What follows belongs to an exercise in optimizing a design on an open flow for small area; a production flow would make more cautious choices. Function was checked by simulation only, so behaviour that the tests miss may differ from the original. Power is estimated from default activity; no workload was simulated.

==> flow/design.v <==
`default_nettype none
package khf_pkg;
    localparam int NUM_HOTKEYS = 4;
    localparam int CFG_IDX_W   = 3;
    localparam int CFG_DATA_W  = 20;
    localparam logic [1:0] KV_RELEASE = 2'd0;
    localparam logic [1:0] KV_PRESS   = 2'd1;
    localparam logic [1:0] KV_REPEAT  = 2'd2;
    localparam logic [7:0] K_BACKSPACE  = 8'd14;
    localparam logic [7:0] K_LEFTCTRL   = 8'd29;
    localparam logic [7:0] K_LEFTSHIFT  = 8'd42;
    localparam logic [7:0] K_RIGHTSHIFT = 8'd54;
    localparam logic [7:0] K_LEFTALT    = 8'd56;
    localparam logic [7:0] K_CAPSLOCK   = 8'd58;
    localparam logic [7:0] K_RIGHTCTRL  = 8'd97;
    localparam logic [7:0] K_RIGHTALT   = 8'd100;
    localparam logic [7:0] K_DELETE     = 8'd111;
    localparam logic [7:0] K_LEFTMETA   = 8'd125;
    localparam logic [7:0] K_RIGHTMETA  = 8'd126;
endpackage
`default_nettype wire
`default_nettype none
module khf_hotkey_match (
    input  logic [19:0] i_hotkey,    
    input  logic [7:0]  i_code_n,    
    input  logic        i_code_nz,   
    input  logic [3:0]  i_mods_n,    
    output logic        o_hit
);
    logic [7:0] alt_key;
    logic [7:0] main_key;
    logic [3:0] mask;
    logic       eq_main, eq_alt, eq_mask;
    assign {alt_key, main_key, mask} = i_hotkey;
    assign eq_main = !(|(main_key & i_code_n)) && !(|(~(main_key | i_code_n)));
    assign eq_alt  = !(|(alt_key & i_code_n))  && !(|(~(alt_key | i_code_n)));
    assign eq_mask = !(|(mask & i_mods_n))     && !(|(~(mask | i_mods_n)));
    assign o_hit = i_code_nz && (eq_main || (eq_alt && (main_key != 8'd0))) && eq_mask;
endmodule
`default_nettype wire
`default_nettype none
module key_event_hotkey_filter (
    input  logic        i_clk,
    input  logic        i_rst_n,
    input  logic        i_cfg_we,
    input  logic [2:0]  i_cfg_index,
    input  logic [19:0] i_cfg_data,
    input  logic        i_valid,
    output logic        o_stall,
    input  logic        i_is_key_event,
    input  logic [9:0]  i_key_code,
    input  logic [1:0]  i_key_value,
    output logic        o_valid,
    input  logic        i_stall,
    output logic [1:0]  o_action,
    output logic [1:0]  o_hotkey_index,
    output logic        o_caps_lock_on,
    output logic        o_refresh_wait,
    output logic        o_text_candidate,
    output logic        o_word_reset
);
    localparam logic [63:0] MOD_CODE = {8'd126, 8'd125, 8'd97, 8'd29,
                                        8'd54, 8'd42, 8'd100, 8'd56};
    logic [79:0] r_hotkey;
    logic        r_s1_valid;
    logic [7:0]  r_s1_code;
    logic [1:0]  r_s1_val;
    logic [255:0] r_swal;
    logic [7:0]   r_held;       
    logic         r_caps;
    logic         r_oms;
    logic         r_rp;
    logic        r_out_valid;
    logic [3:0]  r_out_res;
    logic        out_fwd;
    logic        out_ready;
    logic        s1_advance;
    logic        active;
    logic        rel, press, prep;
    logic [7:0]  mod_sel;
    logic        is_mod;
    logic [7:0]  held_upd;
    logic [3:0]  mods;
    logic [3:0]  hit;
    logic        hit_any;
    logic [1:0]  hit_idx;
    logic        swal_rd;
    logic        drop;
    logic        hk;
    logic        fwd;
    logic        wr_code;
    assign out_ready  = !r_out_valid || !i_stall;
    assign s1_advance = r_s1_valid && out_ready;
    assign o_stall    = r_s1_valid && !out_ready;
    assign active     = s1_advance;
    assign rel   = (r_s1_val == 2'd0);
    assign press = (r_s1_val == 2'd1);
    assign prep  = (r_s1_val == 2'd1) || (r_s1_val == 2'd2);
    always_comb begin
        for (int m = 0; m < 8; m++) begin
            mod_sel[m]  = (r_s1_code == MOD_CODE[m*8 +: 8]);
            held_upd[m] = mod_sel[m] ? (r_s1_val == 2'd3 ? r_held[m] : !rel) : r_held[m];
        end
    end
    assign is_mod  = |mod_sel;
    assign mods[0] = held_upd[0] || held_upd[1];
    assign mods[1] = held_upd[2] || held_upd[3];
    assign mods[2] = held_upd[4] || held_upd[5];
    assign mods[3] = held_upd[6] || held_upd[7];
    genvar gi;
    generate
        for (gi = 0; gi < 4; gi++) begin : g_match
            khf_hotkey_match u_match (
                .i_hotkey (r_hotkey[gi*20 +: 20]),
                .i_code_n (~r_s1_code),
                .i_code_nz(r_s1_code != 8'd0),
                .i_mods_n (~mods),
                .o_hit    (hit[gi])
            );
        end
    endgenerate
    assign hit_any = |hit;
    assign hit_idx = hit[0] ? 2'd0 : hit[1] ? 2'd1 : hit[2] ? 2'd2 : 2'd3;
    logic [15:0] row_dec, col_dec;
    logic [15:0] row_n, col_n, row_s_n, col_s_n;
    logic [15:0] row_rd;
    logic        swal_wr;
    logic [255:0] swal_nx;
    assign swal_wr = active && (rel || hk);
    always_comb begin
        for (int j = 0; j < 16; j++) begin
            row_dec[j] = (r_s1_code[7:4] == 4'(j));
            col_dec[j] = (r_s1_code[3:0] == 4'(j));
            row_n[j]   = !(!i_rst_n || (swal_wr && row_dec[j]));
            col_n[j]   = !(!i_rst_n || col_dec[j]);
            row_s_n[j] = !(i_rst_n && swal_wr && row_dec[j]);
            col_s_n[j] = !(press && col_dec[j]);
        end
    end
    always_comb begin
        for (int j = 0; j < 16; j++) begin
            for (int k = 0; k < 16; k++) begin
                swal_nx[j*16+k] = !((row_s_n[j] || col_s_n[k]) &&
                                    !((row_n[j] || col_n[k]) && r_swal[j*16+k]));
            end
        end
    end
    always_ff @(posedge i_clk) begin
        r_swal <= swal_nx;
    end
    always_comb begin
        for (int j = 0; j < 16; j++) begin
            row_rd[j] = 1'b0;
            for (int k = 0; k < 16; k++) begin
                row_rd[j] = row_rd[j] || (col_dec[k] && r_swal[j*16+k]);
            end
        end
        swal_rd = 1'b0;
        for (int j = 0; j < 16; j++) begin
            swal_rd = swal_rd || (row_dec[j] && row_rd[j]);
        end
    end
    assign drop    = rel && swal_rd;
    assign hk      = press && hit_any;
    assign fwd     = !drop && !hk;
    assign wr_code = (r_s1_code == 8'd14) || (r_s1_code == 8'd111);
    always_ff @(posedge i_clk) begin
        if (!i_rst_n) begin
            r_hotkey    <= '0;
            r_s1_valid  <= 1'b0;
            r_out_valid <= 1'b0;
            r_held      <= '0;
            r_caps      <= 1'b0;
            r_oms       <= 1'b0;
            r_rp        <= 1'b0;
        end else begin
            if (i_cfg_we && !i_cfg_index[2]) begin
                r_hotkey[i_cfg_index[1:0]*20 +: 20] <= i_cfg_data;
            end
            if (!o_stall) begin
                r_s1_valid <= i_valid;
            end
            if (out_ready) begin
                r_out_valid <= r_s1_valid;
            end
            if (active) begin
                r_held <= held_upd;
                if (press && r_s1_code == 8'd58) begin
                    r_caps <= !r_caps;
                end
                if (fwd) begin
                    if (press && is_mod) begin
                        r_oms <= 1'b1;
                    end else if (rel && is_mod) begin
                        if (mods == 4'd0 && r_oms) begin
                            r_rp <= 1'b1;
                        end
                    end else if (press) begin
                        r_rp  <= 1'b0;
                        r_oms <= 1'b0;
                    end
                end
            end
        end
    end
    always_ff @(posedge i_clk) begin
        if (!i_rst_n) begin
            r_s1_code <= '0;
            r_s1_val  <= '0;
            r_out_res <= '0;
        end else begin
            if (!o_stall) begin
                r_s1_code <= i_key_code[7:0];
                r_s1_val  <= (i_is_key_event && (i_key_code[9:8] == 2'b00)) ? i_key_value : 2'd3;
            end
            if (out_ready) begin
                if (drop) begin
                    r_out_res <= 4'b0001;
                end else if (hk) begin
                    r_out_res <= {hit_idx, 2'b10};
                end else begin
                    r_out_res <= {prep && wr_code,
                                  prep && !wr_code && !(mods[0] || mods[2] || mods[3]),
                                  press && !is_mod && r_rp,
                                  press && !is_mod && r_rp};
                end
            end
        end
    end
    assign out_fwd = (r_out_res[1] == r_out_res[0]);
    assign o_valid          = r_out_valid;
    assign o_action         = {r_out_res[1] && !r_out_res[0], r_out_res[0] && !r_out_res[1]};
    assign o_hotkey_index   = (r_out_res[1] && !r_out_res[0]) ? r_out_res[3:2] : 2'd0;
    assign o_caps_lock_on   = r_caps;
    assign o_refresh_wait   = r_out_res[1] && r_out_res[0];
    assign o_text_candidate = out_fwd && r_out_res[2];
    assign o_word_reset     = out_fwd && r_out_res[3];
endmodule
`default_nettype wire
==> flow/flow/run.sh <==
#!/bin/bash
# Layout flow: the standard synthesis, then the combinational logic is
# restructured and re-mapped for area with ABC (registers untouched; several
# mapping scripts are tried and the smallest result kept), then the standard flow's
# standard layout from floorplan to finish.
set -euo pipefail
W=$(pwd)
P=${FLOW_PLATFORM:-sky130hd}
R=$W/orfs/results/$P/key_event_hotkey_filter/base
LIB=$FLOW_HOME/platforms/$P/lib/sky130_fd_sc_hd__tt_025C_1v80.lib

bash standard.sh synth > $W/flow_1_std_synth.log 2>&1

cp $R/1_2_yosys.v $W/std_1_2_yosys.v
export REMAP_LIB=$LIB REMAP_TOP=$FLOW_TOP
export REMAP_IN=$W/std_1_2_yosys.v REMAP_OUT=$W/remap_1_2_yosys.v
# flow/abc_scripts.txt holds the ABC scripts to try, separated by "---" lines
mkdir -p $W/abc
awk -v d=$W/abc 'BEGIN{n=1} /^---$/{n++; next} {print > sprintf("%s/s%02d.script", d, n)}' $W/flow/abc_scripts.txt
export REMAP_ABC="$(ls $W/abc/s*.script | tr "\n" " ")" REMAP_STAT=$W/remap_stat.txt
# restructuring before the mapping: ABC's deep synthesis, bounded in time
export REMAP_PRE=$W/flow/abc_pre.script
export REMAP_SEQ="$(awk '/^ *cell *\(/{match($0,/"[^"]*"/); c=substr($0,RSTART+1,RLENGTH-2)} /^ *(ff|latch|statetable) *\(/{print c}' $LIB | sort -u | tr '\n' ' ')"
export REMAP_DONTUSE="$(sed -n '/DONT_USE_CELLS += /,/^#/p' $FLOW_HOME/platforms/$P/config.mk | grep -o 'sky130_fd_sc_hd__[a-z0-9_]*' | tr '\n' ' ')"
${YOSYS_EXE:-yosys} -c $W/flow/remap.tcl > $W/flow_2_remap.log 2>&1

sleep 1
cp $W/remap_1_2_yosys.v $R/1_2_yosys.v
touch $R/1_2_yosys.v

# layout: no dummy loads in the clock tree, small clock buffers, and the
# smallest buffer on the ports
CTS="-sink_clustering_enable -repair_clock_nets -dont_use_dummy_load -buf_list sky130_fd_sc_hd__clkbuf_4 -sink_clustering_size 10 -sink_clustering_max_diameter 40"
bash standard.sh "CTS_ARGS=$CTS" "BUFFER_PORTS_ARGS=-buffer_cell sky130_fd_sc_hd__buf_1" finish > $W/flow_3_std_layout.log 2>&1
==> flow/flow/abc_pre.script <==
&get -n
&st
&deepsyn -T 150
&put
==> flow/flow/abc_scripts.txt <==
&get -n
&st
&dch -f
&nf -a -R 1000
&put

topo
---
&get -n
&st
&dch -f
&nf -a -R 1000
&put
strash
dch -f
amap
topo
---
&get -n
&st
&dch -f
&nf -a -R 1000
&put
strash
dch -f
amap
strash
dch -f
amap
topo
---
&get -n
&st
&dch -f
&nf -a -R 1000
&put
strash
dch -f
amap
strash
dch -f
amap
strash
dch -f
amap
topo
---
&get -n
&st
&synch2
&nf -a -R 1000
&put

topo
---
&get -n
&st
&synch2
&nf -a -R 1000
&put
strash
dch -f
amap
topo
---
&get -n
&st
&synch2
&nf -a -R 1000
&put
strash
dch -f
amap
strash
dch -f
amap
topo
---
&get -n
&st
&synch2
&nf -a -R 1000
&put
strash
dch -f
amap
strash
dch -f
amap
strash
dch -f
amap
topo
---
&get -n
&st
&syn2
&dch -f
&nf -a -R 1000
&put

topo
---
&get -n
&st
&syn2
&dch -f
&nf -a -R 1000
&put
strash
dch -f
amap
topo
---
&get -n
&st
&syn2
&dch -f
&nf -a -R 1000
&put
strash
dch -f
amap
strash
dch -f
amap
topo
---
&get -n
&st
&syn2
&dch -f
&nf -a -R 1000
&put
strash
dch -f
amap
strash
dch -f
amap
strash
dch -f
amap
topo
---
&get -n
&st
&synch2 -f
&nf -a -R 1000
&put

topo
---
&get -n
&st
&synch2 -f
&nf -a -R 1000
&put
strash
dch -f
amap
topo
---
&get -n
&st
&synch2 -f
&nf -a -R 1000
&put
strash
dch -f
amap
strash
dch -f
amap
topo
---
&get -n
&st
&synch2 -f
&nf -a -R 1000
&put
strash
dch -f
amap
strash
dch -f
amap
strash
dch -f
amap
topo
---
&get -n
&st
&dc2
&dch -f
&nf -a -R 1000
&put

topo
---
&get -n
&st
&dc2
&dch -f
&nf -a -R 1000
&put
strash
dch -f
amap
topo
---
&get -n
&st
&dc2
&dch -f
&nf -a -R 1000
&put
strash
dch -f
amap
strash
dch -f
amap
topo
---
&get -n
&st
&dc2
&dch -f
&nf -a -R 1000
&put
strash
dch -f
amap
strash
dch -f
amap
strash
dch -f
amap
topo
---
&get -n
&st
&syn3
&dch -f
&nf -a -R 1000
&put

topo
---
&get -n
&st
&syn3
&dch -f
&nf -a -R 1000
&put
strash
dch -f
amap
topo
---
&get -n
&st
&syn3
&dch -f
&nf -a -R 1000
&put
strash
dch -f
amap
strash
dch -f
amap
topo
---
&get -n
&st
&syn3
&dch -f
&nf -a -R 1000
&put
strash
dch -f
amap
strash
dch -f
amap
strash
dch -f
amap
topo
---
&get -n
&st
&dch
&nf -a -R 1000
&put

topo
---
&get -n
&st
&dch
&nf -a -R 1000
&put
strash
dch -f
amap
topo
---
&get -n
&st
&dch
&nf -a -R 1000
&put
strash
dch -f
amap
strash
dch -f
amap
topo
---
&get -n
&st
&dch
&nf -a -R 1000
&put
strash
dch -f
amap
strash
dch -f
amap
strash
dch -f
amap
topo
---
&get -n
&st
&b
&dch -f
&nf -a -R 1000
&put

topo
---
&get -n
&st
&b
&dch -f
&nf -a -R 1000
&put
strash
dch -f
amap
topo
---
&get -n
&st
&b
&dch -f
&nf -a -R 1000
&put
strash
dch -f
amap
strash
dch -f
amap
topo
---
&get -n
&st
&b
&dch -f
&nf -a -R 1000
&put
strash
dch -f
amap
strash
dch -f
amap
strash
dch -f
amap
topo
---
==> flow/flow/remap.tcl <==
# Re-map the combinational logic of the standard synthesis netlist for area.
# The registers (their instances, names and cell types) are kept as they are.
# Each ABC script in REMAP_ABC is tried on the same logic; the mapping with
# the smallest cell area is kept.
yosys -import
set lib $::env(REMAP_LIB)
set in  $::env(REMAP_IN)
set out $::env(REMAP_OUT)
set scripts $::env(REMAP_ABC)
set seqcells $::env(REMAP_SEQ)
set dontuse $::env(REMAP_DONTUSE)

read_liberty -ignore_miss_func $lib
foreach c $seqcells { blackbox $c }
read_verilog -defer $in
hierarchy -top $::env(REMAP_TOP)
flatten
hierarchy -top $::env(REMAP_TOP)
read_liberty -lib -overwrite $lib
opt_clean -purge
tee -o $::env(REMAP_STAT).in stat -liberty $lib
# optional restructuring of the logic before mapping (its result is read back
# as generic gates)
if {[info exists ::env(REMAP_PRE)] && $::env(REMAP_PRE) ne ""} {
  abc -script $::env(REMAP_PRE)
  techmap
  opt -fast
  opt_clean -purge
}
design -save base

set du {}
foreach c $dontuse { lappend du -dont_use $c }
set best_area 1e18
set best_script ""
foreach script $scripts {
  design -load base
  abc -script $script -liberty $lib {*}$du
  opt_clean -purge
  tee -q -o $::env(REMAP_STAT).try stat -liberty $lib
  set fh [open $::env(REMAP_STAT).try r]
  set txt [read $fh]
  close $fh
  if {[regexp {Chip area for module[^:]*:\s*([0-9.]+)} $txt -> area]} {
    puts "REMAP $script area $area"
    if {$area < $best_area} {
      set best_area $area
      set best_script $script
      design -save best
    }
  }
}
puts "REMAP best $best_script area $best_area"
design -load best

setundef -zero
splitnets
opt_clean -purge
hilomap -singleton -hicell sky130_fd_sc_hd__conb_1 HI -locell sky130_fd_sc_hd__conb_1 LO
insbuf -buf sky130_fd_sc_hd__buf_1 A X
check -assert -mapped
tee -o $::env(REMAP_STAT) stat -liberty $lib
write_verilog -noattr -nohex -nodec $out
==> flow/standard.sh <==
#!/bin/bash
# synth_recipe.tcl (not shown) runs the flow's synth.tcl, then flattens the netlist and writes it again
# the make line also repeats each setting of config.mk as NAME=value (left out here)
make -C /OpenROAD-flow-scripts/flow DESIGN_CONFIG=/design/flow/config.mk WORK_HOME=/design/flow/orfs CLKGATE_MAP_FILE= SYNTH_SCRIPT=/design/flow/synth_recipe.tcl "${@:-finish}"
==> flow/config.mk <==
export PLATFORM = sky130hd
export DESIGN_NAME = key_event_hotkey_filter
export DESIGN_NICKNAME = key_event_hotkey_filter
export VERILOG_FILES = /design/flow/design.v
export SDC_FILE = /design/flow/constraint.sdc
export NUM_CORES = 4
export LEC_CHECK = 0
export ABC_AREA = 1
export CAP_MARGIN = 10
export CORE_MARGIN = 2
export CORE_UTILIZATION = 60
export SLEW_MARGIN = 10
==> flow/constraint.sdc <==
create_clock -name core_clock -period 10.0 [get_ports {i_clk}]
set_input_delay 2.0000 -clock core_clock [delete_from_list [all_inputs] [get_ports {i_clk}]]
set_output_delay 2.0000 -clock core_clock [all_outputs]
set_load 0.01 [all_outputs]
==> summary.md, run 1 <==
| Metric | Value |
|---|---|
| Lkg Pwr | just under 5 nW |
| Max H-tree Level | 2 |
| CTS Hold Bufs | 0 |
| CP Max Fanout | 20 |
| Crit path launch type | flop |
| Mean Syn Cell Area | between 8 and 9 µm² |
| Gate Count Post-Synth | ~1,600 |
| Setup violators final | 0 |
| Fraction of layout cells with a size suffix above 1 | roughly 5.2% |
| Die Footprint | roughly 25,000 µm² |
| Core Region | about 23,000 µm² |
| Clock Skew | about 0.08 ns |
| CTS buffer count | 47 |
| Synthesized area | between 10,000 and 15,000 µm² |
| Drt total wl | ~54 mm |
| Fillers | between 1,500 and 2,000 |
| Sequential power share | just over 60% |
| VDD IR-drop max | 0.0980 mV |
| Worst min path class | flop to flop |
| Count of input and output buffers | 50 |
| CTS tree | done |
| Kind of critical path | flop to flop |
| First-pass GRT wire length | between 70 and 80 mm |
| Residual DRC | 0 |
| Grt total ovfl | 0 |
| Clock sinks | roughly 360 |
| Worst hold stages | 1 |
| Clock latency on the worst-skew pair | roughly 0.73 ns |
| GRT Util Overall | a little over two fifths |
| Routed wire length per instance | between 20 and 30 µm |
| Root buf cell | clkbuf_4 |
| Power Internal | roughly 1.7 mW |
| Drt first pass iters | 8 |
| Non-filler instance count after layout | roughly 2,000 |
| Reg2Reg Depth | 18 |
| Clock buffer depth | 3 |
| Die Height | about 160 µm |
| Number of max-cap violations | 0 |
| Setup bufs post-CTS | 0 |
| Status | no timing/DRC/antenna violations |
| Clock Pin Slew Worst Setup and Hold Paths | 0.10 ns |
| Initial antenna violation count | 1 |
| Pre-CTS setup slack | roughly 3.5 ns |
| Via/cell ratio | between 7 and 8 |
| NumNets Final | ~1,800 |
| Sw Pwr | between 600 and 700 µW |
| Min Clock Period, post-route | approximately 7 ns |
| Initial Util | between 60% and 70% |
| RePlAce Congestion | 0.908 |
| Area of the multi-input gates | between 6000 and 7000 µm² |
| FF/Latch Area | roughly 7300 µm² |
| RSZ-0062 raised after global routing | false |
| Vias after detailed routing | 14,778 |
| Sw frac | between 20% and 30% |
| Period Utilization, post-route | between 70% and 80% |
| Final Hold Fails | 0 |
| PwrDens | ~160 nW/µm² |
| Max Slew Vio Count | 0 |
| Arr. time, crit path | around 7.6 ns |
| Top Ports | between 50 and 60 |
| Worst Setup End Kind | flop |
| Comb power frac | under 10% |
| Cells after DPL | approximately 2,000 |
| Setup ws final | approximately 3 ns |
| Antenna-violating nets left | 0 |
| Largest net degree at the start of global routing | 45 |
| Synth Warn # | 1 |
| DR iter-0 viols | around 2,200 |
| Syn nets | 1,656 |
| DIE WIDTH | between 150 and 200 µm |
| CP required | 10.57 ns |
| Final HPWL DP | 30.5 mm |
| Post_cts resized | 0 |
| Pin slew with the least headroom to its limit | between 1 and 1.5 ns |
| # rows | 55 |
| Sum of negative setup slack | 0 ns |
| Number of global-route vias before repair | around 14,000 |
| Area growth syn-to-layout | 8.46% |
| Maximum clock frequency | 143 MHz |
| Relative slew slack | 11.7% |
| Clock network fraction of total power | about 30% |
==> layout by cell type (no fill, tap or decap), types with 2 or more instances in the layout <==
cell	count
a2111oi_0	5
a211oi_1	3
a21oi_1	12
a221o_1	2
a221oi_1	21
a222oi_1	52
a22o_1	7
a22oi_1	19
a311oi_1	3
a31oi_1	4
a32oi_1	3
a41oi_1	2
and2_0	4
and4_1	2
buf_1	50
buf_4	30
clkbuf_4	47
clkinv_1	158
dfxtp_1	363
diode_2	2
nand2_1	67
nand3_1	9
nand4_1	23
nor2_1	89
nor2_2	14
nor3_1	9
nor4_1	19
nor4b_1	2
o21a_1	3
o21ai_0	530
o221ai_1	5
o22ai_1	150
o32ai_1	9
or2_0	4
or3_1	3
or4_1	6
==> final cells by class <==
class | count | share of cell area [%]
clock buffer | 47 | 2.33
sequential | 363 | 48.0
tap | 313 | 2.58
inverter | 158 | 3.91
timing repair buffer | 80 | 2.72
multi-input combinational | 1090 | 40.5
antenna | 2 | 0.0330
==> state kept, by name (all words and copies together), names as in the netlist <==
name	count
r_s1_code	8
r_out_valid	1
r_out_res	4
r_rp	1
r_swal	256
r_s1_valid	1
r_caps	1
r_s1_val	2
r_hotkey	80
r_held	8
r_oms	1
==> power groups by stage <==
stage               clock network, mW  registers, mW  logic [mW]
global placement                    0           1.50       0.198
CTS                             0.687           1.47       0.198
floorplan                           0           1.50       0.102
detailed placement                  0           1.50       0.198
global route                    0.743           1.47       0.215
finish                          0.692           1.47       0.210
==> critical path, cell delays in order, from the launching register on <==
cell      delay (ns)
dfxtp_1         0.67
clkinv_1        0.78
nand4_1         0.63
or2_0           0.28
nand2_1         0.13
a222oi_1        0.79
clkinv_1        0.29
a22oi_1         0.24
nor3_1          0.07
o221ai_1        0.10
nor3_1          0.09
or4_1           0.58
nor2_1          0.20
or2_0           0.70
or3_1           0.29
nor2_1          0.08
nor2_1          0.68
o21ai_0         0.15
o21ai_0         0.13
==> path summary, 6_finish.rpt <==
kind	from	end	slack, ns
setup / recovery	r_s1_code[7]	r_swal[148]	2.99
hold / removal	r_swal[0]	r_swal[0]	0.45
setup reg to reg	r_s1_code[7]	r_swal[148]	2.99
hold reg to reg	r_swal[0]	r_swal[0]	0.45
==> through the flow <==
stage	utilization (%)	cell area (µm²)	hold WS, ns	power (mW)
floorplan	-	14000	0.424	1.60
global placement	65.0	14800	0.431	1.70
detailed placement	65.0	14800	0.437	1.70
CTS	66.5	15100	0.453	2.36
global route	66.5	15200	0.461	2.43
finish	66.5	15200	0.454	2.37
==> metal layers <==
metal,up-vias,track usage [%],share of wire [%]
met3,284,9.97,14
met4,0,25.6,6.9
met2,1163,65.8,43
li1,6444,-,-
met5,-,0,0
met1,6887,56.0,36
==> run 2: changes to the inputs <==
--- a/flow/flow/run.sh
+++ b/flow/flow/run.sh
@@ -19,9 +19,30 @@
 awk -v d=$W/abc 'BEGIN{n=1} /^---$/{n++; next} {print > sprintf("%s/s%02d.script", d, n)}' $W/flow/abc_scripts.txt
 export REMAP_ABC="$(ls $W/abc/s*.script | tr "\n" " ")" REMAP_STAT=$W/remap_stat.txt
-# restructuring before the mapping: ABC's deep synthesis, bounded in time
-export REMAP_PRE=$W/flow/abc_pre.script
 export REMAP_SEQ="$(awk '/^ *cell *\(/{match($0,/"[^"]*"/); c=substr($0,RSTART+1,RLENGTH-2)} /^ *(ff|latch|statetable) *\(/{print c}' $LIB | sort -u | tr '\n' ' ')"
 export REMAP_DONTUSE="$(sed -n '/DONT_USE_CELLS += /,/^#/p' $FLOW_HOME/platforms/$P/config.mk | grep -o 'sky130_fd_sc_hd__[a-z0-9_]*' | tr '\n' ' ')"
-${YOSYS_EXE:-yosys} -c $W/flow/remap.tcl > $W/flow_2_remap.log 2>&1
+
+# Restructuring before the mapping: ABC's deep synthesis, bounded in time,
+# from four random seeds at once (one per core); the smallest result is kept.
+for seed in 1 2 3 4; do
+  printf '&get -n\n&st\n&deepsyn -T 240 -S %d\n&put\n' $seed > $W/abc/pre_$seed.script
+  REMAP_PRE=$W/abc/pre_$seed.script REMAP_OUT=$W/remap_$seed.v REMAP_STAT=$W/remap_stat_$seed.txt \
+    ${YOSYS_EXE:-yosys} -c $W/flow/remap.tcl > $W/flow_2_remap_$seed.log 2>&1 &
+done
+wait
+best=""
+best_area=""
+for seed in 1 2 3 4; do
+  a=$(sed -n 's/.*Chip area for module[^:]*: *\([0-9.]*\).*/\1/p' $W/remap_stat_$seed.txt 2>/dev/null || true)
+  echo "seed $seed: area $a" >> $W/flow_2_remap.log
+  [[ -n "$a" ]] || continue
+  if [[ -z "$best" ]] || awk -v a="$a" -v b="$best_area" 'BEGIN{exit !(a < b)}'; then
+    best=$seed
+    best_area=$a
+  fi
+done
+[[ -n "$best" ]]
+echo "kept seed $best: area $best_area" >> $W/flow_2_remap.log
+cp $W/remap_$best.v $W/remap_1_2_yosys.v
+cp $W/remap_stat_$best.txt $W/remap_stat.txt
 
 sleep 1
removed: flow/flow/abc_pre.script
==> run 2 against run 1 <==
Compared with the run above:
- wire length fell by 11%
- via count is 8.9% lower
- setup slack improved by 1.0 ns
- synthesized cell count down 8.2%
- hold slack gained 0.00066 ns
- critical path depth down 1
- final cell count is 7.5% lower
- sequential cell count unchanged
- critical endpoint is now r_swal[138]
- largest power group unchanged
==> summary.md, run 2 <==
| Metric | Value |
|---|---|
| Max H-tree Level | 2 (unchanged) |
| CP required | 10.58 ns (about the same) |
| VDD IR-drop max | 0.0927 mV (-5.4%) |
| CTS tree | done |
| CP delay by family, top | simple AND/OR/NAND/NOR gates |
| Antenna-violating nets left | 0 (unchanged) |
| Synth Warn # | 1 (unchanged) |
| Count of input and output buffers | 50 (unchanged) |
| First-pass GRT wire length | 72.6 mm (-9.3%) |
| Mean Syn Cell Area | 9.36 µm² (+8.2%) |
| Root buf cell | clkbuf_4 |
| Biggest regs | r_swal: 256 flops, r_hotkey: 80 flops |
| Clock sinks | 363 (unchanged) |
| Kind of critical path | flop to flop |
| PwrDens | 155 nW/µm² (-1.2%) |
| CTS buffer count | 46 (-2.1%) |
| Sum of negative setup slack | 0 ns (unchanged) |
| Number of global-route vias before repair | 12,182 (-10%) |
| CP Max Fanout | 21 (+5.0%) |
| Fraction of layout cells with a size suffix above 1 | 7.43% (+2.2 points) |
| NumNets Final | 1,657 (-7.0%) |
| Max Slew Vio Count | 0 (unchanged) |
| Core Region | 22,600 µm² (-0.60%) |
| Pin slew with the least headroom to its limit | 1.26 ns (-0.0581 ns) |
| Reg2Reg Setup Slack | 4.01 ns (+1.02 ns) |
| Lkg Pwr | 5.35 nW (+9.3%) |
| Largest net degree at the start of global routing | 33 (-27%) |
| Number of max-cap violations | 0 (unchanged) |
| Drt first pass iters | 9 (+1) |
| Residual DRC | 0 (unchanged) |
| Crit path launch type | flop |
| Arr. time, crit path | 6.56 ns (-1.02 ns) |
| Crit-path max cell delay | 0.83 ns (+0.04 ns) |
| Maximum clock frequency | 167 MHz (+17%) |
| Final core utilization | 67.3% (+0.74 points) |
| Area growth syn-to-layout | 9.84% |
| Commonest non-fill, non-tap cell in the layout | o21ai_0 |
| Clock Skew | 0.104 ns (+0.0244 ns) |
| Top Ports | 51 (unchanged) |
| Initial antenna violation count | 1 (unchanged) |
| Final HPWL DP | 29.1 mm (-4.6%) |
| Non-filler instance count after layout | 1,900 (-7.5%) |
| Clock buffer depth | 3 (unchanged) |
| Largest register by flop count | r_swal |
| Synthesized area | 13,900 µm² (-0.75%) |
| Worst min path class | flop to flop |
| CTS Hold Bufs | 0 (unchanged) |
| Clock Pin Slew Worst Setup and Hold Paths | 0.10 ns (about the same) |
| Period Utilization, post-route | 59.9% (-10 points) |
| Reg2Reg Depth | 17 (-1) |
| Routed wire length per instance | 25.2 µm (-3.5%) |
| Setup bufs post-CTS | 0 (unchanged) |
| GRT Util Overall | 39.1% (-4.1 points) |
| Worst hold stages | 1 (unchanged) |
| Final Power | 2.36 mW (-0.71%) |
| Status | no timing/DRC/antenna violations |
| Die Footprint | 24,300 µm² (-0.73%) |
| Area of the multi-input gates | 6700 µm² (+9.3%) |
| Reg2reg start | r_s1_code[2] |
| CP Cell Sequence | clkinv_1 > nand2_1 > nor3_2 > buf_4 > a31oi_1 > a31oi_1 > nor2_1 > xnor2_1 > a2111oi_0 > nand2b_1 > nor3_1 > nand2b_1 > a21o_1 > clkinv_1 > and3_1 > nand2_1 > o21ai_0 |
| Setup violators final | 0 (unchanged) |
| DIE WIDTH | 156 µm (-0.37%) |
| Cells after DPL | 1,853 (-7.5%) |
| RePlAce Congestion | 0.908 (about the same) |
| Max reg flops | 256 (unchanged) |
| Clock latency on the worst-skew pair | 0.74 ns (about the same) |
| Crit path buf inv count | 3 (+1) |
| # rows | 55 (unchanged) |
| Fillers | 1,895 (-3.2%) |
| Via/cell ratio | 7.09 (-1.5%) |
| Gate Count Post-Synth | 1,482 (-8.2%) |
| Relative slew slack | 15.7% (+4.0 points) |
| DR iter-0 viols | 2,058 (-5.2%) |
| Worst Setup End Kind | flop |
| Min-delay src | r_swal[0] |
| Grt total ovfl | 0 (unchanged) |
| Slowest-stage cell, CP | dfxtp_1 |
| Min Clock Period, post-route | 5.99 ns (-1.02 ns) |
| Drt total wl | 47.9 mm (-11%) |
| Endpoint, Worst Hold | r_swal[0] |
| Vias after detailed routing | 13,465 (-8.9%) |
| Final Hold Fails | 0 (unchanged) |
| Commonest non-fill, non-tap cells in the layout | o21ai_0, dfxtp_1, a22o_1 |
| Post_cts resized | 0 (unchanged) |
| Syn nets | 1,523 (-8.0%) |
| RSZ-0062 raised after global routing | false |
| FF/Latch Area | 7270 µm² (unchanged) |
| Initial Util | 61.2% (-0.091 points) |
| RR Endpoint | r_swal[138] |
| Die Height | 156 µm (-0.37%) |
-- run 2: cell count changes in the layout (fill, tap and decap cells not counted), moves of 12 or more --
cell,before,now
a21oi_1,12,26
a22o_1,7,109
a22oi_1,19,38
clkinv_1,158,18
nand3_1,9,21
nor2_1,89,54
o22ai_1,150,11
xnor2_1,0,20
xor2_1,0,24
-- run 2: final cells by class --
type,instances,area share [%]
inverters,18,0.444
well taps,285,2.34
clock buffers,46,2.27
diodes,1,0.0164
flip-flops and latches,363,47.7
repair buffers,90,3.23
multi-input cells,1097,44.0
-- run 2: per-layer routing --
| metal | wire length (µm) | GRT usage (%) | up-vias |
|---|---|---|---|
| li1 | - | - | 6086 |
| met1 | 18600 | 52.0 | 6324 |
| met2 | 20900 | 59.9 | 878 |
| met3 | 5730 | 7.67 | 177 |
| met4 | 2620 | 21.7 | 0 |
| met5 | 0 | 0 | - |
-- run 2: stage by stage --
step                      worst slack, ns  hold slack [ns]  area, µm²
after floorplan                      4.85            0.424      13900
after global placement               4.38            0.433      14800
after detailed placement             4.20            0.437      14800
after CTS                            4.20            0.450      15200
after global routing                 3.56            0.487      15200
final                                4.01            0.455      15200
-- run 2: where the power goes --
part	leakage [nW]	switching (mW)	internal, mW
clock	0.212	0.472	0.211
sequential	2.93	0.0204	1.46
combinational	2.21	0.143	0.0496
-- run 2: worst max-delay path by stage --
stage,start,to,slack [ns],cells past startpoint
6_report,r_s1_code[2],r_swal[138],4.01,17
4_1_cts,r_s1_code[2],r_swal[64],4.20,17
5_1_grt,r_s1_code[3],r_swal[228],3.56,17
3_5_place_dp,r_s1_code[2],r_swal[138],4.20,17
2_1_floorplan,r_s1_code[3],r_swal[64],4.85,16
3_3_place_gp,r_s1_code[2],r_swal[240],4.38,17
==> run 3: changes to the inputs <==
--- a/flow/design.v
+++ b/flow/design.v
@@ -97,7 +97,18 @@
     assign press = (r_s1_val == 2'd1);
     assign prep  = (r_s1_val == 2'd1) || (r_s1_val == 2'd2);
+    logic [15:0] row_dec, col_dec;
+    always_comb begin
+        for (int j = 0; j < 16; j++) begin
+            row_dec[j] = (r_s1_code[7:4] == 4'(j));
+            col_dec[j] = (r_s1_code[3:0] == 4'(j));
+        end
+    end
+    function automatic logic is_code(input logic [15:0] rd, input logic [15:0] cd,
+                                     input logic [7:0] c);
+        is_code = rd[c[7:4]] && cd[c[3:0]];
+    endfunction
     always_comb begin
         for (int m = 0; m < 8; m++) begin
-            mod_sel[m]  = (r_s1_code == MOD_CODE[m*8 +: 8]);
+            mod_sel[m]  = is_code(row_dec, col_dec, MOD_CODE[m*8 +: 8]);
             held_upd[m] = mod_sel[m] ? (r_s1_val == 2'd3 ? r_held[m] : !rel) : r_held[m];
         end
@@ -122,5 +133,4 @@
     assign hit_any = |hit;
     assign hit_idx = hit[0] ? 2'd0 : hit[1] ? 2'd1 : hit[2] ? 2'd2 : 2'd3;
-    logic [15:0] row_dec, col_dec;
     logic [15:0] row_n, col_n, row_s_n, col_s_n;
     logic [15:0] row_rd;
@@ -130,6 +140,4 @@
     always_comb begin
         for (int j = 0; j < 16; j++) begin
-            row_dec[j] = (r_s1_code[7:4] == 4'(j));
-            col_dec[j] = (r_s1_code[3:0] == 4'(j));
             row_n[j]   = !(!i_rst_n || (swal_wr && row_dec[j]));
             col_n[j]   = !(!i_rst_n || col_dec[j]);
@@ -164,5 +172,5 @@
     assign hk      = press && hit_any;
     assign fwd     = !drop && !hk;
-    assign wr_code = (r_s1_code == 8'd14) || (r_s1_code == 8'd111);
+    assign wr_code = is_code(row_dec, col_dec, 8'd14) || is_code(row_dec, col_dec, 8'd111);
     always_ff @(posedge i_clk) begin
         if (!i_rst_n) begin
@@ -186,5 +194,5 @@
             if (active) begin
                 r_held <= held_upd;
-                if (press && r_s1_code == 8'd58) begin
+                if (press && is_code(row_dec, col_dec, 8'd58)) begin
                     r_caps <= !r_caps;
                 end
--- a/flow/config.mk
+++ b/flow/config.mk
@@ -10,3 +10,4 @@
 export CORE_MARGIN = 2
 export CORE_UTILIZATION = 60
+export PLACE_DENSITY = 0.8
 export SLEW_MARGIN = 10
==> run 3 against run 2 <==
Compared with the run above:
- first-iteration DRC count increased by 8.5%
- sequential cell count is the same
- clock skew is 0.026 ns lower
- largest power group unchanged
- still clean
- critical path depth rose by 2
- final cell count increased by 6.8%
- non-clock buffer count is 12 lower
- critical path type unchanged
- area after synthesis up 0.56%
- synthesized cell count rose by 9.4%
- clock-buffer cell count stayed put
- die area increased by 0.55%
- clock power is essentially flat
- hold slack improved by 0.0060 ns
==> summary.md, run 3 <==
| Metric | Value |
|---|---|
| Status | no timing/DRC/antenna violations |
| Synth Warn # | 1 (unchanged) |
| Placed Area | 14,700 µm² (-0.84%) |
| Clock Skew | 0.0782 ns (-0.0255 ns) |
| VDD IR-drop max | 0.0985 mV (+6.3%) |
| Biggest regs | r_swal: 256 flops, r_hotkey: 80 flops |
| Commonest non-fill, non-tap cell in the layout | o21ai_0 |
| Final HPWL DP | 30.6 mm (+5.1%) |
| Fillers | 1,959 (+3.4%) |
| Number of max-cap violations | 0 (unchanged) |
| Setup violators final | 0 (unchanged) |
| Residual DRC | 0 (unchanged) |
| Area of the multi-input gates | 6090 µm² (-9.0%) |
| Commonest non-fill, non-tap cells in the layout | o21ai_0, dfxtp_1, clkinv_1 |
| Max reg flops | 256 (unchanged) |
| Initial antenna violation count | 2 (+1) |
| Pre-CTS setup slack | 3.93 ns (-0.267 ns) |
| NumNets Final | 1,784 (+7.7%) |
| Final Hold Fails | 0 (unchanged) |
| Max Slew Vio Count | 0 (unchanged) |
| RSZ-0062 raised after global routing | false |
| CTS tree | done |
| Number of global-route vias before repair | 13,671 (+12%) |
| Drt total wl | 51.8 mm (+8.1%) |
| Root buf cell | clkbuf_4 |
| Maximum clock frequency | 151 MHz (-9.7%) |
| Area growth syn-to-layout | 8.07% |
| Period Utilization, post-route | 66.3% (+6.5 points) |
| Setup bufs post-CTS | 0 (unchanged) |
| Kind of critical path | flop to flop |
| Via/cell ratio | 7.23 (+2.1%) |
| Drt first pass iters | 9 (unchanged) |
| Lkg Pwr | 4.92 nW (-8.0%) |
| CP Max Fanout | 17 (-19%) |
| Clock Pin Slew Worst Setup and Hold Paths | 0.10 ns (about the same) |
| Fraction of layout cells with a size suffix above 1 | 5.00% (-2.4 points) |
| CTS buffer count | 46 (unchanged) |
| Crit path launch type | flop |
| Relative slew slack | 14.2% (-1.5 points) |
| Die Height | 156 µm (+0.27%) |
| Routed wire length per instance | 25.5 µm (+1.2%) |
| CP Cell Sequence | clkinv_1 > nand2_1 > nor2_1 > nand2_1 > nand2_1 > nor3_1 > clkinv_1 > o22ai_1 > o21ai_0 > nor4_1 > nor2_1 > a31oi_1 > nor2_1 > clkinv_1 > nand3_1 > or3_1 > nor2_1 > clkinv_1 > o21ai_0 |
| Clock buffer depth | 3 (unchanged) |
| Worst min path class | flop to flop |
| Worst Setup End Kind | flop |
| Core Region | 22,700 µm² (+0.30%) |
| FF/Latch Area | 7270 µm² (unchanged) |
| Crit-path max cell delay | 0.84 ns (about the same) |
| Min Clock Period, post-route | 6.63 ns (+0.645 ns) |
| DR iter-0 viols | 2,233 (+8.5%) |
| Mean Syn Cell Area | 8.60 µm² (-8.1%) |
| Die Footprint | 24,500 µm² (+0.55%) |
| Grt total ovfl | 0 (unchanged) |
| Slowest-stage cell, CP | dfxtp_1 |
| Max H-tree Level | 2 (unchanged) |
| CP required | 10.57 ns (about the same) |
| DIE WIDTH | 156 µm (+0.27%) |
| GRT Util Overall | 41.6% (+2.5 points) |
| Arr. time, crit path | 7.20 ns (+0.64 ns) |
| # rows | 55 (unchanged) |
| Synthesized area | 13,900 µm² (+0.56%) |
| Vias after detailed routing | 14,675 (+9.0%) |
| CTS Hold Bufs | 0 (unchanged) |
| Pin slew with the least headroom to its limit | 1.29 ns (+0.0216 ns) |
| Post_cts resized | 0 (unchanged) |
| Initial Util | 61.4% (+0.16 points) |
| Largest net degree at the start of global routing | 46 (+39%) |
| Setup ws final | 3.37 ns (-0.645 ns) |
| Antenna-violating nets left | 0 (unchanged) |
| Clock latency on the worst-skew pair | 0.74 ns (about the same) |
| Syn nets | 1,662 (+9.1%) |
| Final Cell Area | 15,100 µm² (-1.1%) |
| Count of input and output buffers | 50 (unchanged) |
| Gate Count Post-Synth | 1,621 (+9.4%) |
| Largest register by flop count | r_swal |
| Clock sinks | 363 (unchanged) |
| Top Ports | 51 (unchanged) |
| First-pass GRT wire length | 77.9 mm (+7.3%) |
| Sum of negative setup slack | 0 ns (unchanged) |
| PwrDens | 157 nW/µm² (+1.3%) |
| RePlAce Congestion | 0.937 (+3.2%) |
-- run 3: cell count changes in the layout (fill, tap and decap cells not counted), moves of 9 or more --
cell / before / now
or3_1: 0 / 9
a22oi_1: 38 / 29
a21oi_1: 26 / 9
a22o_1: 109 / 5
nor2_1: 54 / 88
clkinv_1: 18 / 160
xor2_1: 24 / 0
nor3_1: 5 / 19
o22ai_1: 11 / 154
buf_4: 39 / 28
nand2_1: 64 / 77
xnor2_1: 20 / 0
-- run 3: area by class of cell --
type                       count  area share [%]
multi-input combinational   1094            40.4
sequential                   363            48.2
tap                          285            2.37
timing repair buffer          78            2.64
antenna                        3          0.0498
clock buffer                  46            2.29
inverter                     160            3.99
-- run 3: metal layers --
metal	share of wire (%)	global-route usage, %	vias up
met2	42	63.8	1226
met4	7.3	25.9	0
met5	0	0	-
li1	-	-	6423
met1	36	52.5	6726
met3	15	10.7	300
-- run 3: path summary, 6_finish.rpt --
check               start     endpoint  slack (ns)  depth (start not counted)
max          r_s1_code[4]   r_swal[53]        3.37                         19
min            r_s1_valid  r_out_valid        0.46                          2
max reg2reg  r_s1_code[4]   r_swal[53]        3.37                         19
min reg2reg    r_s1_valid  r_out_valid        0.46                          2
-- run 3: worst max-delay path, delay by kind of cell (launching register included) --
family,cells,cell delay [ns]
DFF,1,0.84
buffers and inverters,4,1.63
AOI/OAI and AO/OA,4,0.83
and+or+nand+nor,11,3.21
-- run 3: power breakdown --
group          internal (mW)  switching, mW
registers               1.46         0.0136
clock network          0.211          0.469
logic                 0.0473          0.162
-- run 3: stage by stage --
step	power (mW)	util (%)	hold WS, ns	cells
finish	2.36	66.4	0.461	2029
global route	2.42	66.3	0.484	2028
CTS	2.34	66.3	0.463	2026
detailed placement	1.70	64.8	0.450	1980
global placement	1.70	64.8	0.447	1980
floorplan	1.61	-	0.419	1621
==> run 4: changes to the inputs <==
--- a/flow/config.mk
+++ b/flow/config.mk
@@ -10,4 +10,3 @@
 export CORE_MARGIN = 2
 export CORE_UTILIZATION = 60
-export PLACE_DENSITY = 0.8
 export SLEW_MARGIN = 10
==> run 4 against run 3 <==
Compared with the run above:
- sequential cell count stayed put
- still clean
- via count is 0.52% higher
- clock power increased by 2%
- hold slack better by 0.0095 ns
==> summary.md, run 4 <==
| Metric | Value |
|---|---|
| Status | no timing/DRC/antenna violations |
| Commonest non-fill, non-tap cell in the layout | o21ai_0 |
| RR Endpoint | r_swal[72] |
| Crit path launch type | flop |
| Initial Util | 61.4% (unchanged) |
| Die Footprint | 24,500 µm² (unchanged) |
| CTS Hold Bufs | 0 (unchanged) |
| Clock latency on the worst-skew pair | 0.74 ns (about the same) |
| Non-filler instance count after layout | 2,026 (-0.15%) |
| Clock sinks | 363 (unchanged) |
| Largest register by flop count | r_swal |
| DR iter-0 viols | 2,299 (+3.0%) |
| Biggest regs | r_swal: 256 flops, r_hotkey: 80 flops |
| CTS buffer count | 46 (unchanged) |
| Worst setup path startpoint | r_s1_code[4] |
| Count of input and output buffers | 50 (unchanged) |
| Clock Skew | 0.0705 ns (-0.00767 ns) |
| Max reg flops | 256 (unchanged) |
| Fillers | 1,980 (+1.1%) |
| Lkg Pwr | 4.91 nW (-0.17%) |
| Gate Count Post-Synth | 1,621 (unchanged) |
| Root buf cell | clkbuf_4 |
| Number of global-route vias before repair | 13,433 (-1.7%) |
| Sum of negative setup slack | 0 ns (unchanged) |
| Setup ws final | 3.52 ns (+0.150 ns) |
| First-pass GRT wire length | 80.0 mm (+2.8%) |
| RePlAce Congestion | 0.936 (-0.14%) |
| Cells after DPL | 1,978 (-0.10%) |
| GRT Util Overall | 43.4% (+1.8 points) |
| Clock Pin Slew Worst Setup and Hold Paths | 0.11 ns (about the same) |
| Period Utilization, post-route | 64.8% (-1.5 points) |
| Syn nets | 1,662 (unchanged) |
| NumNets Final | 1,782 (-0.11%) |
| Max Slew Vio Count | 0 (unchanged) |
| Initial antenna violation count | 2 (unchanged) |
| Area growth syn-to-layout | 8.05% (about the same) |
| Top Ports | 51 (unchanged) |
| Setup crit end | r_swal[72] |
| Final Hold Fails | 0 (unchanged) |
| Max H-tree Level | 2 (unchanged) |
| CP required | 10.56 ns (about the same) |
| Number of max-cap violations | 0 (unchanged) |
| Commonest non-fill, non-tap cells in the layout | o21ai_0, dfxtp_1, clkinv_1 |
| # rows | 55 (unchanged) |
| Fraction of layout cells with a size suffix above 1 | 5.12% (+0.12 points) |
| Min Clock Period, post-route | 6.48 ns (-0.150 ns) |
| Via/cell ratio | 7.28 (+0.67%) |
| Maximum clock frequency | 154 MHz (+2.3%) |
| RSZ-0062 raised after global routing | false |
| Clock buffer depth | 3 (unchanged) |
| Drt first pass iters | 8 (-1) |
| Grt total ovfl | 0 (unchanged) |
| CP Max Fanout | 17 (unchanged) |
| Kind of critical path | flop to flop |
| Die Height | 156 µm (unchanged) |
| Antenna-violating nets left | 0 (unchanged) |
| Synthesized area | 13,900 µm² (unchanged) |
| Reg2reg start | r_s1_code[4] |
| CTS tree | done |
| Setup violators final | 0 (unchanged) |
| Setup bufs post-CTS | 0 (unchanged) |
| Vias after detailed routing | 14,751 (+0.52%) |
| Worst min path class | flop to flop |
| Relative slew slack | 14.1% (-0.11 points) |
| Post_cts resized | 0 (unchanged) |
| Pin slew with the least headroom to its limit | 1.29 ns (+0.00163 ns) |
| Core Region | 22,700 µm² (unchanged) |
| Routed wire length per instance | 26.8 µm (+5.0%) |
| Reg2Reg Setup Slack | 3.52 ns (+0.15 ns) |
| Pre-CTS setup slack | 3.92 ns (-0.0135 ns) |
| DIE WIDTH | 156 µm (unchanged) |
| PwrDens | 158 nW/µm² (+0.83%) |
| Worst Setup End Kind | flop |
| Synth Warn # | 1 (unchanged) |
| Arr. time, crit path | 7.04 ns (-0.16 ns) |
| Mean Syn Cell Area | 8.60 µm² (unchanged) |
| VDD IR-drop max | 0.118 mV (+19%) |
| Largest net degree at the start of global routing | 45 (-2.2%) |
| Drt total wl | 54.2 mm (+4.8%) |
| Reg2Reg Depth | 19 (unchanged) |
| Final HPWL DP | 31.2 mm (+1.8%) |
| Residual DRC | 0 (unchanged) |
run 4: how the worst min path moves through the flow:
stage	start	to	slack [ns]	cells past startpoint
finish	r_held[7]	r_held[7]	0.47	2
global route	r_caps	r_caps	0.49	1
CTS	r_swal[42]	r_swal[42]	0.47	2
detailed placement	r_held[7]	r_held[7]	0.45	2
global placement	r_caps	r_caps	0.45	1
floorplan	r_swal[0]	r_swal[0]	0.42	2
run 4: routing by layer:
layer | share of wire (%) | global-route usage [%] | routed length, µm
met5 | 0.076 | 0 | 41
met4 | 6.0 | 22.2 | 3280
met3 | 15 | 13.7 | 8040
met2 | 41 | 62.3 | 22200
met1 | 38 | 58.8 | 20700
run 4: critical path, cell delays in order, from the launching register on:
cell	delay (ns)
dfxtp_1	0.78
clkinv_1	0.81
nand2_1	0.69
nor2_1	0.10
nand2_1	0.15
nand2_1	0.09
nor3_1	0.53
clkinv_1	0.31
o22ai_1	0.21
o21ai_0	0.12
nor4_1	0.38
nor2_1	0.12
a31oi_1	0.24
nor2_1	0.09
clkinv_1	0.06
nand3_1	0.17
or3_1	0.46
nor2_1	0.19
clkinv_1	0.40
o21ai_0	0.40
run 4: where the power goes:
part           internal (mW)  switching [mW]  total (mW)  leakage (nW)
clock network          0.211           0.481       0.693         0.212
registers               1.46          0.0121        1.47          2.93
logic                 0.0466           0.171       0.217          1.77
run 4: layout make-up:
type | instances | area (µm²) | share of cell area [%]
flip-flops and latches | 363 | 7270 | 48.2
multi-input cells | 1094 | 6110 | 40.5
inverters | 160 | 601 | 3.99
repair buffers | 76 | 383 | 2.54
well taps | 285 | 357 | 2.37
clock buffers | 46 | 345 | 2.29
diodes | 2 | 5.00 | 0.0332
run 4: per-stage QoR:
stage,util [%],instance area [µm²],hold slack (ns),power [mW]
floorplan,-,13900,0.419,1.61
global placement,64.8,14700,0.447,1.70
detailed placement,64.8,14700,0.453,1.71
CTS,66.3,15100,0.470,2.36
global route,66.3,15100,0.490,2.44
finish,66.3,15100,0.471,2.38
==> run 5: changes to the inputs <==
--- a/flow/config.mk
+++ b/flow/config.mk
@@ -7,6 +7,6 @@
 export LEC_CHECK = 0
 export ABC_AREA = 1
-export CAP_MARGIN = 10
+export CAP_MARGIN = 5
 export CORE_MARGIN = 2
 export CORE_UTILIZATION = 60
-export SLEW_MARGIN = 10
+export SLEW_MARGIN = 5
==> run 5 against run 4 <==
Compared with the run above:
- still clean
- total power down 1.8%
- setup slack better by 0.69 ns
- clock power down 2%
- critical endpoint is now r_swal[50]
- hold slack lost 0.014 ns
- non-clock buffer count up 20
- final cell count is 6.7% lower
- critical path type unchanged
- register-to-register slack gained 0.69 ns
- sequential cell count stayed put
- sequential power about the same
- sequential share of layout area shrank 0.46 points
- first-iteration DRC count down 16%
- largest power group unchanged
==> summary.md, run 5 <==
| Metric | Value |
|---|---|
| Initial antenna violation count | 1 (-1) |
| CTS tree | done |
| Setup bufs post-CTS | 0 (unchanged) |
| Number of max-cap violations | 0 (unchanged) |
| Die Footprint | 24,500 µm² (about the same) |
| Pin slew with the least headroom to its limit | 1.06 ns (-0.229 ns) |
| Synthesized area | 13,900 µm² (about the same) |
| Biggest regs | r_swal: 256 flops, r_hotkey: 80 flops |
| Comb power frac | 8.0% (-1.1 points) |
| Power Internal | 1.71 mW (-0.13%) |
| Max H-tree Level | 2 (unchanged) |
| Sw Pwr | 625 µW (-5.9%) |
| Status | no timing/DRC/antenna violations |
| Final HPWL DP | 30.2 mm (-3.3%) |
| Period Utilization, post-route | 57.9% (-6.9 points) |
| Max Slew Vio Count | 0 (unchanged) |
| PwrDens | 154 nW/µm² (-2.7%) |
| Largest net degree at the start of global routing | 56 (+24%) |
| Syn nets | 1,508 (-9.3%) |
| RePlAce Congestion | 0.921 (-1.6%) |
| Min Clock Period, post-route | 5.79 ns (-0.689 ns) |
| Antenna-violating nets left | 0 (unchanged) |
| Gate Count Post-Synth | 1,467 (-9.5%) |
| Clock sinks | 363 (unchanged) |
| Max reg flops | 256 (unchanged) |
| Largest register by flop count | r_swal |
| CTS buffer count | 45 (-2.2%) |
| Sw frac | 26.7% (-1.2 points) |
| Fraction of layout cells with a size suffix above 1 | 6.55% (+1.4 points) |
| Die Height | 156 µm (about the same) |
| Core Region | 22,700 µm² (unchanged) |
| Drt total wl | 49.7 mm (-8.4%) |
| Final Hold Fails | 0 (unchanged) |
| CP required | 10.61 ns (+0.05 ns) |
| Top Ports | 51 (unchanged) |
| Lkg Pwr | 5.24 nW (+6.5%) |
| Final Power | 2.34 mW (-1.8%) |
| Commonest non-fill, non-tap cells in the layout | o21ai_0, dfxtp_1, a22o_1 |
| Maximum clock frequency | 173 MHz (+12%) |
| Relative slew slack | 29.2% (+15 points) |
| Setup violators final | 0 (unchanged) |
| DR iter-0 viols | 1,926 (-16%) |
| Via/cell ratio | 7.23 (-0.72%) |
| Cells after DPL | 1,844 (-6.8%) |
| Clock buffer depth | 3 (unchanged) |
| Sequential power share | 63.0% (+1.2 points) |
| Initial Util | 61.4% (about the same) |
| Count of input and output buffers | 50 (unchanged) |
| Vias after detailed routing | 13,662 (-7.4%) |
| Drt first pass iters | 9 (+1) |
| Kind of critical path | flop to flop |
| First-pass GRT wire length | 75.4 mm (-5.8%) |
| Final core utilization | 67.0% (+0.64 points) |
| Area growth syn-to-layout | 9.14% |
| Post_cts resized | 0 (unchanged) |
| Synth Warn # | 1 (unchanged) |
| Reg2Reg Setup Slack | 4.21 ns (+0.69 ns) |
| DIE WIDTH | 156 µm (about the same) |
| Number of global-route vias before repair | 12,824 (-4.5%) |
| Crit path launch type | flop |
| Grt total ovfl | 0 (unchanged) |
| GRT Util Overall | 40.3% (-3.2 points) |
| Clock Pin Slew Worst Setup and Hold Paths | 0.12 ns (about the same) |
| Fillers | 1,956 (-1.2%) |
| Clock network fraction of total power | 29.0% (about the same) |
| Routed wire length per instance | 26.3 µm (-1.8%) |
| NumNets Final | 1,647 (-7.6%) |
| Arr. time, crit path | 6.41 ns (-0.63 ns) |
| # rows | 55 (unchanged) |
| Worst min path class | flop to flop |
| Sum of negative setup slack | 0 ns (unchanged) |
| Clock Skew | 0.0431 ns (-0.0275 ns) |
| VDD IR-drop max | 0.114 mV (-3.2%) |
| Worst Setup End Kind | flop |
| Clock latency on the worst-skew pair | 0.72 ns (-0.02 ns) |
| Residual DRC | 0 (unchanged) |
| RSZ-0062 raised after global routing | false |
| Root buf cell | clkbuf_4 |
| Commonest non-fill, non-tap cell in the layout | o21ai_0 |
| CP Max Fanout | 20 (+3) |
| Mean Syn Cell Area | 9.50 µm² (+10%) |
| FF/Latch Area | 7270 µm² (unchanged) |
| CTS Hold Bufs | 0 (unchanged) |
| Area of the multi-input gates | 6670 µm² (+9.1%) |
| Non-filler instance count after layout | 1,890 (-6.7%) |
run 5: area by class of cell:
type / count / share of cell area (%)
sequential: 363 / 47.8
multi-input combinational: 1087 / 43.8
timing repair buffer: 96 / 3.51
tap: 285 / 2.34
clock buffer: 45 / 2.22
inverter: 13 / 0.321
antenna: 1 / 0.0165
run 5: through the flow:
step                worst slack, ns  hold WS (ns)  instance area, µm²
CTS                            4.40         0.454               15200
global route                   3.79         0.483               15200
detailed placement             4.42         0.442               14900
global placement               4.53         0.435               14900
floorplan                      5.34         0.424               13900
finish                         4.21         0.457               15200
run 5: metal layers:
layer / track usage [%] / part of all wire [%] / vias up
li1: - / - / 6014
met1: 52.1 / 37 / 6471
met2: 62.7 / 44 / 934
met3: 9.00 / 12 / 243
met4: 22.0 / 6.5 / 0
met5: 0 / 0 / -
run 5: power by group through the flow:
stage,Sequential [mW],Clock [mW],Combinational (mW)
2_1_floorplan,1.50,0,0.0884
3_3_place_gp,1.50,0,0.177
3_5_place_dp,1.50,0,0.178
4_1_cts,1.47,0.677,0.178
5_1_grt,1.47,0.733,0.194
6_report,1.47,0.679,0.187
run 5: worst paths after layout:
check               start          to  depth (start not counted)
max          r_s1_code[3]  r_swal[50]                         15
min             r_swal[0]   r_swal[0]                          1
max reg2reg  r_s1_code[3]  r_swal[50]                         15
min reg2reg     r_swal[0]   r_swal[0]                          1
run 5: critical path: stages (launching register included):
cell,delay [ns]
dfxtp_1,0.88
nand2_1,0.30
nor2_2,0.17
buf_4,0.33
nand3_1,0.20
nand2_1,0.14
nor2_1,0.04
o21ai_0,0.69
xor2_1,0.14
nor4_1,0.32
o21ai_0,0.19
o211ai_1,0.18
and2_0,0.32
and3_1,0.59
nand2_1,0.80
o21ai_0,0.43
==> run 6: changes to the inputs <==
--- a/flow/flow/run.sh
+++ b/flow/flow/run.sh
@@ -25,5 +25,5 @@
 # from four random seeds at once (one per core); the smallest result is kept.
 for seed in 1 2 3 4; do
-  printf '&get -n\n&st\n&deepsyn -T 240 -S %d\n&put\n' $seed > $W/abc/pre_$seed.script
+  printf '&get -n\n&st\n&deepsyn -T 360 -S %d\n&put\n' $seed > $W/abc/pre_$seed.script
   REMAP_PRE=$W/abc/pre_$seed.script REMAP_OUT=$W/remap_$seed.v REMAP_STAT=$W/remap_stat_$seed.txt \
     ${YOSYS_EXE:-yosys} -c $W/flow/remap.tcl > $W/flow_2_remap_$seed.log 2>&1 &
@@ -52,4 +52,4 @@
 # layout: no dummy loads in the clock tree, small clock buffers, and the
 # smallest buffer on the ports
-CTS="-sink_clustering_enable -repair_clock_nets -dont_use_dummy_load -buf_list sky130_fd_sc_hd__clkbuf_4 -sink_clustering_size 10 -sink_clustering_max_diameter 40"
+CTS="-sink_clustering_enable -repair_clock_nets -dont_use_dummy_load -buf_list sky130_fd_sc_hd__clkbuf_4 -sink_clustering_size 11 -sink_clustering_max_diameter 35"
 bash standard.sh "CTS_ARGS=$CTS" "BUFFER_PORTS_ARGS=-buffer_cell sky130_fd_sc_hd__buf_1" finish > $W/flow_3_std_layout.log 2>&1
--- a/flow/config.mk
+++ b/flow/config.mk
@@ -7,6 +7,6 @@
 export LEC_CHECK = 0
 export ABC_AREA = 1
-export CAP_MARGIN = 5
+export CAP_MARGIN = 10
 export CORE_MARGIN = 2
 export CORE_UTILIZATION = 60
-export SLEW_MARGIN = 5
+export SLEW_MARGIN = 10
==> run 6 against run 5 <==
Compared with the run above:
- wire length grew 7.4%
- hold slack gained 0.0018 ns
- total power grew 2.7%
- register-to-register slack lost 1.4 ns
- clock-buffer cell count grew 4
- die area is essentially flat
- still clean on timing, DRC and antenna
- setup slack lost 1.4 ns
- sequential power is essentially flat
- global-route usage grew 2.6 points
- final cell count grew 7.7%
==> summary.md, run 6 <==
| Metric | Value |
|---|---|
| Biggest regs | r_swal: 256 flops, r_hotkey: 80 flops |
| CP required | 10.61 ns (about the same) |
| Relative slew slack | 15.3% (-14 points) |
| Min-delay src | r_swal[0] |
| Reg2Reg Depth | 21 (+6) |
| Synthesized area | 13,900 µm² (about the same) |
| Initial Util | 61.3% (about the same) |
| Area growth syn-to-layout | 9.03% |
| Setup bufs post-CTS | 0 (unchanged) |
| Syn nets | 1,648 (+9.3%) |
| GRT Util Overall | 42.8% (+2.6 points) |
| Clock Skew | 0.117 ns (+0.0738 ns) |
| Max Slew Vio Count | 0 (unchanged) |
| DR iter-0 viols | 2,437 (+27%) |
| VDD IR-drop max | 0.132 mV (+16%) |
| Pin slew with the least headroom to its limit | 1.27 ns (+0.211 ns) |
| Status | no timing/DRC/antenna violations |
| Reg2reg start | r_s1_code[0] |
| Max reg flops | 256 (unchanged) |
| Commonest non-fill, non-tap cell in the layout | o21ai_0 |
| Routed wire length per instance | 26.2 µm (-0.28%) |
| Number of max-cap violations | 0 (unchanged) |
| Cells after DPL | 1,983 (+7.5%) |
| # rows | 55 (unchanged) |
| Worst Setup End Kind | flop |
| Crit path launch type | flop |
| Root buf cell | clkbuf_4 |
| Lkg Pwr | 5.00 nW (-4.5%) |
| Post_cts resized | 0 (unchanged) |
| NumNets Final | 1,790 (+8.7%) |
| Worst hold stages | 1 (unchanged) |
| Maximum clock frequency | 138 MHz (-20%) |
| Setup violators final | 0 (unchanged) |
| Clock Pin Slew Worst Setup and Hold Paths | 0.09 ns (-0.03 ns) |
| Core Region | 22,700 µm² (unchanged) |
| Placed Area | 14,800 µm² (-0.38%) |
| Gate Count Post-Synth | 1,607 (+9.5%) |
| Vias after detailed routing | 14,760 (+8.0%) |
| Worst min path class | flop to flop |
| Period Utilization, post-route | 72.3% (+14 points) |
| Arr. time, crit path | 7.84 ns (+1.43 ns) |
| Min Clock Period, post-route | 7.23 ns (+1.44 ns) |
| Largest net degree at the start of global routing | 48 (-14%) |
| Non-filler instance count after layout | 2,035 (+7.7%) |
| Drt total wl | 53.3 mm (+7.4%) |
| Grt total ovfl | 0 (unchanged) |
| Hold Worst Slack | 0.459 ns (+0.00181 ns) |
| RSZ-0062 raised after global routing | false |
| Final HPWL DP | 31.6 mm (+4.6%) |
| RePlAce Congestion | 0.967 (+4.9%) |
| Antenna-violating nets left | 0 (unchanged) |
| Clock sinks | 363 (unchanged) |
| CTS tree | done |
| Fraction of layout cells with a size suffix above 1 | 5.72% (-0.82 points) |
| CTS buffer count | 49 (+8.9%) |
| CP Max Fanout | 18 (-10%) |
| Sum of negative setup slack | 0 ns (unchanged) |
| Count of input and output buffers | 50 (unchanged) |
| Clock buffer depth | 3 (unchanged) |
| Top Ports | 51 (unchanged) |
| Fillers | 2,010 (+2.8%) |
| Clock latency on the worst-skew pair | 0.76 ns (+0.04 ns) |
| Die Height | 156 µm (about the same) |
| DIE WIDTH | 156 µm (about the same) |
| Final Hold Fails | 0 (unchanged) |
| Drt first pass iters | 9 (unchanged) |
| PwrDens | 158 nW/µm² (+2.8%) |
| Max H-tree Level | 2 (unchanged) |
| Initial antenna violation count | 2 (+1) |
| First-pass GRT wire length | 79.2 mm (+5.1%) |
| Kind of critical path | flop to flop |
| CTS Hold Bufs | 0 (unchanged) |
| Largest register by flop count | r_swal |
| Mean Syn Cell Area | 8.67 µm² (-8.8%) |
| Via/cell ratio | 7.25 (+0.34%) |
| Number of global-route vias before repair | 13,235 (+3.2%) |
| Final Cell Area | 15,200 µm² (-0.16%) |
| Commonest non-fill, non-tap cells in the layout | o21ai_0, dfxtp_1, clkinv_1 |
| Residual DRC | 0 (unchanged) |
| Die Footprint | 24,500 µm² (about the same) |
| Synth Warn # | 1 (unchanged) |
| Worst setup path startpoint | r_s1_code[0] |
==> run 6: layer usage <==
layer	routed length, µm	GRT usage, %
met1	20100	60.3
met2	21600	61.3
met3	8570	12.0
met4	3020	19.0
met5	0	0
==> run 6: worst paths after layout <==
kind                                     to  slack, ns
worst max-delay path            r_swal[181]       2.77
worst min-delay path              r_swal[0]       0.46
worst max register to register  r_swal[181]       2.77
worst min register to register    r_swal[0]       0.46
==> run 6: where the power goes <==
part | switching [mW] | leakage [nW] | total [mW] | internal, mW
combinational | 0.178 | 1.85 | 0.228 | 0.0502
clock | 0.477 | 0.225 | 0.701 | 0.224
sequential | 0.0138 | 2.93 | 1.47 | 1.46
==> run 6: final cells by class <==
cell class                      instances  area (µm²)  share of cell area (%)
Antenna cell                            3        7.51                  0.0494
Tap cell                              285         357                    2.35
Multi-Input combinational cell       1088        6090                    40.1
Timing Repair Buffer                   95         526                    3.46
Clock buffer                           49         368                    2.42
Sequential cell                       363        7270                    47.8
Inverter                              152         571                    3.76
==> run 6: per-stage QoR <==
step	power [mW]	utilization [%]	setup slack, ns
global route	2.46	66.9	2.27
floorplan	1.61	-	4.66
finish	2.40	66.9	2.77
global placement	1.72	65.2	3.04
detailed placement	1.72	65.2	3.04
CTS	2.38	66.8	3.06
==> run 6: worst max-delay path, stage by stage (launching register included) <==
cell	delay, ns
dfxtp_1	0.51
clkinv_1	0.35
nand2_1	0.20
nor2_1	0.14
buf_4	0.30
clkinv_1	0.61
or3_1	0.60
a222oi_1	0.79
clkinv_1	0.38
a21oi_1	0.23
o221ai_1	0.12
a2111oi_0	0.57
nor2_1	0.11
nand2_1	0.09
o21ai_0	0.15
nand2_1	0.13
nand4_1	0.43
or3_1	0.55
nor2_1	0.25
nor2_1	0.26
o21ai_0	0.27
o21ai_0	0.11

## static timing again, ports no longer ideal
In the flow no input, the clock included, has a driving cell. The finished layouts below were timed again as built, in two steps. Step 1 (the two cells are an assumption about what drives the block):
set clk [get_ports {i_clk}]
set_driving_cell -lib_cell sky130_fd_sc_hd__clkbuf_16 $clk
set_driving_cell -lib_cell sky130_fd_sc_hd__buf_2 [delete_from_list [all_inputs] $clk]
Step 2 also shifts input and output timing later by t, the mid clock arrival at the registers, as if the neighbouring blocks saw the same clock. a / b / c = ideal / step 1 / step 2; a / b = the first two.
| run | t (ns) | slack for setup (ns) | worst setup path at the end | slew at the worst register clock pin (ns) |
|---|---|---|---|---|
| run 1 | 0.738 | 2.990 / 2.990 / 2.990 | register to register | 0.11 / 0.11 |
| run 2 | 0.726 | 4.014 / 4.014 / 4.014 | register to register | 0.12 / 0.12 |
| run 3 | 0.740 | 3.369 / 3.369 / 3.369 | register to register | 0.12 / 0.12 |
| run 4 | 0.758 | 3.519 / 3.519 / 3.519 | register to register | 0.12 / 0.12 |
| run 5 | 0.744 | 4.208 / 4.208 / 4.208 | register to register | 0.12 / 0.12 |
| run 6 | 0.744 | 2.766 / 2.766 / 2.766 | register to register | 0.12 / 0.12 |
After both steps every run listed still meets setup and hold.
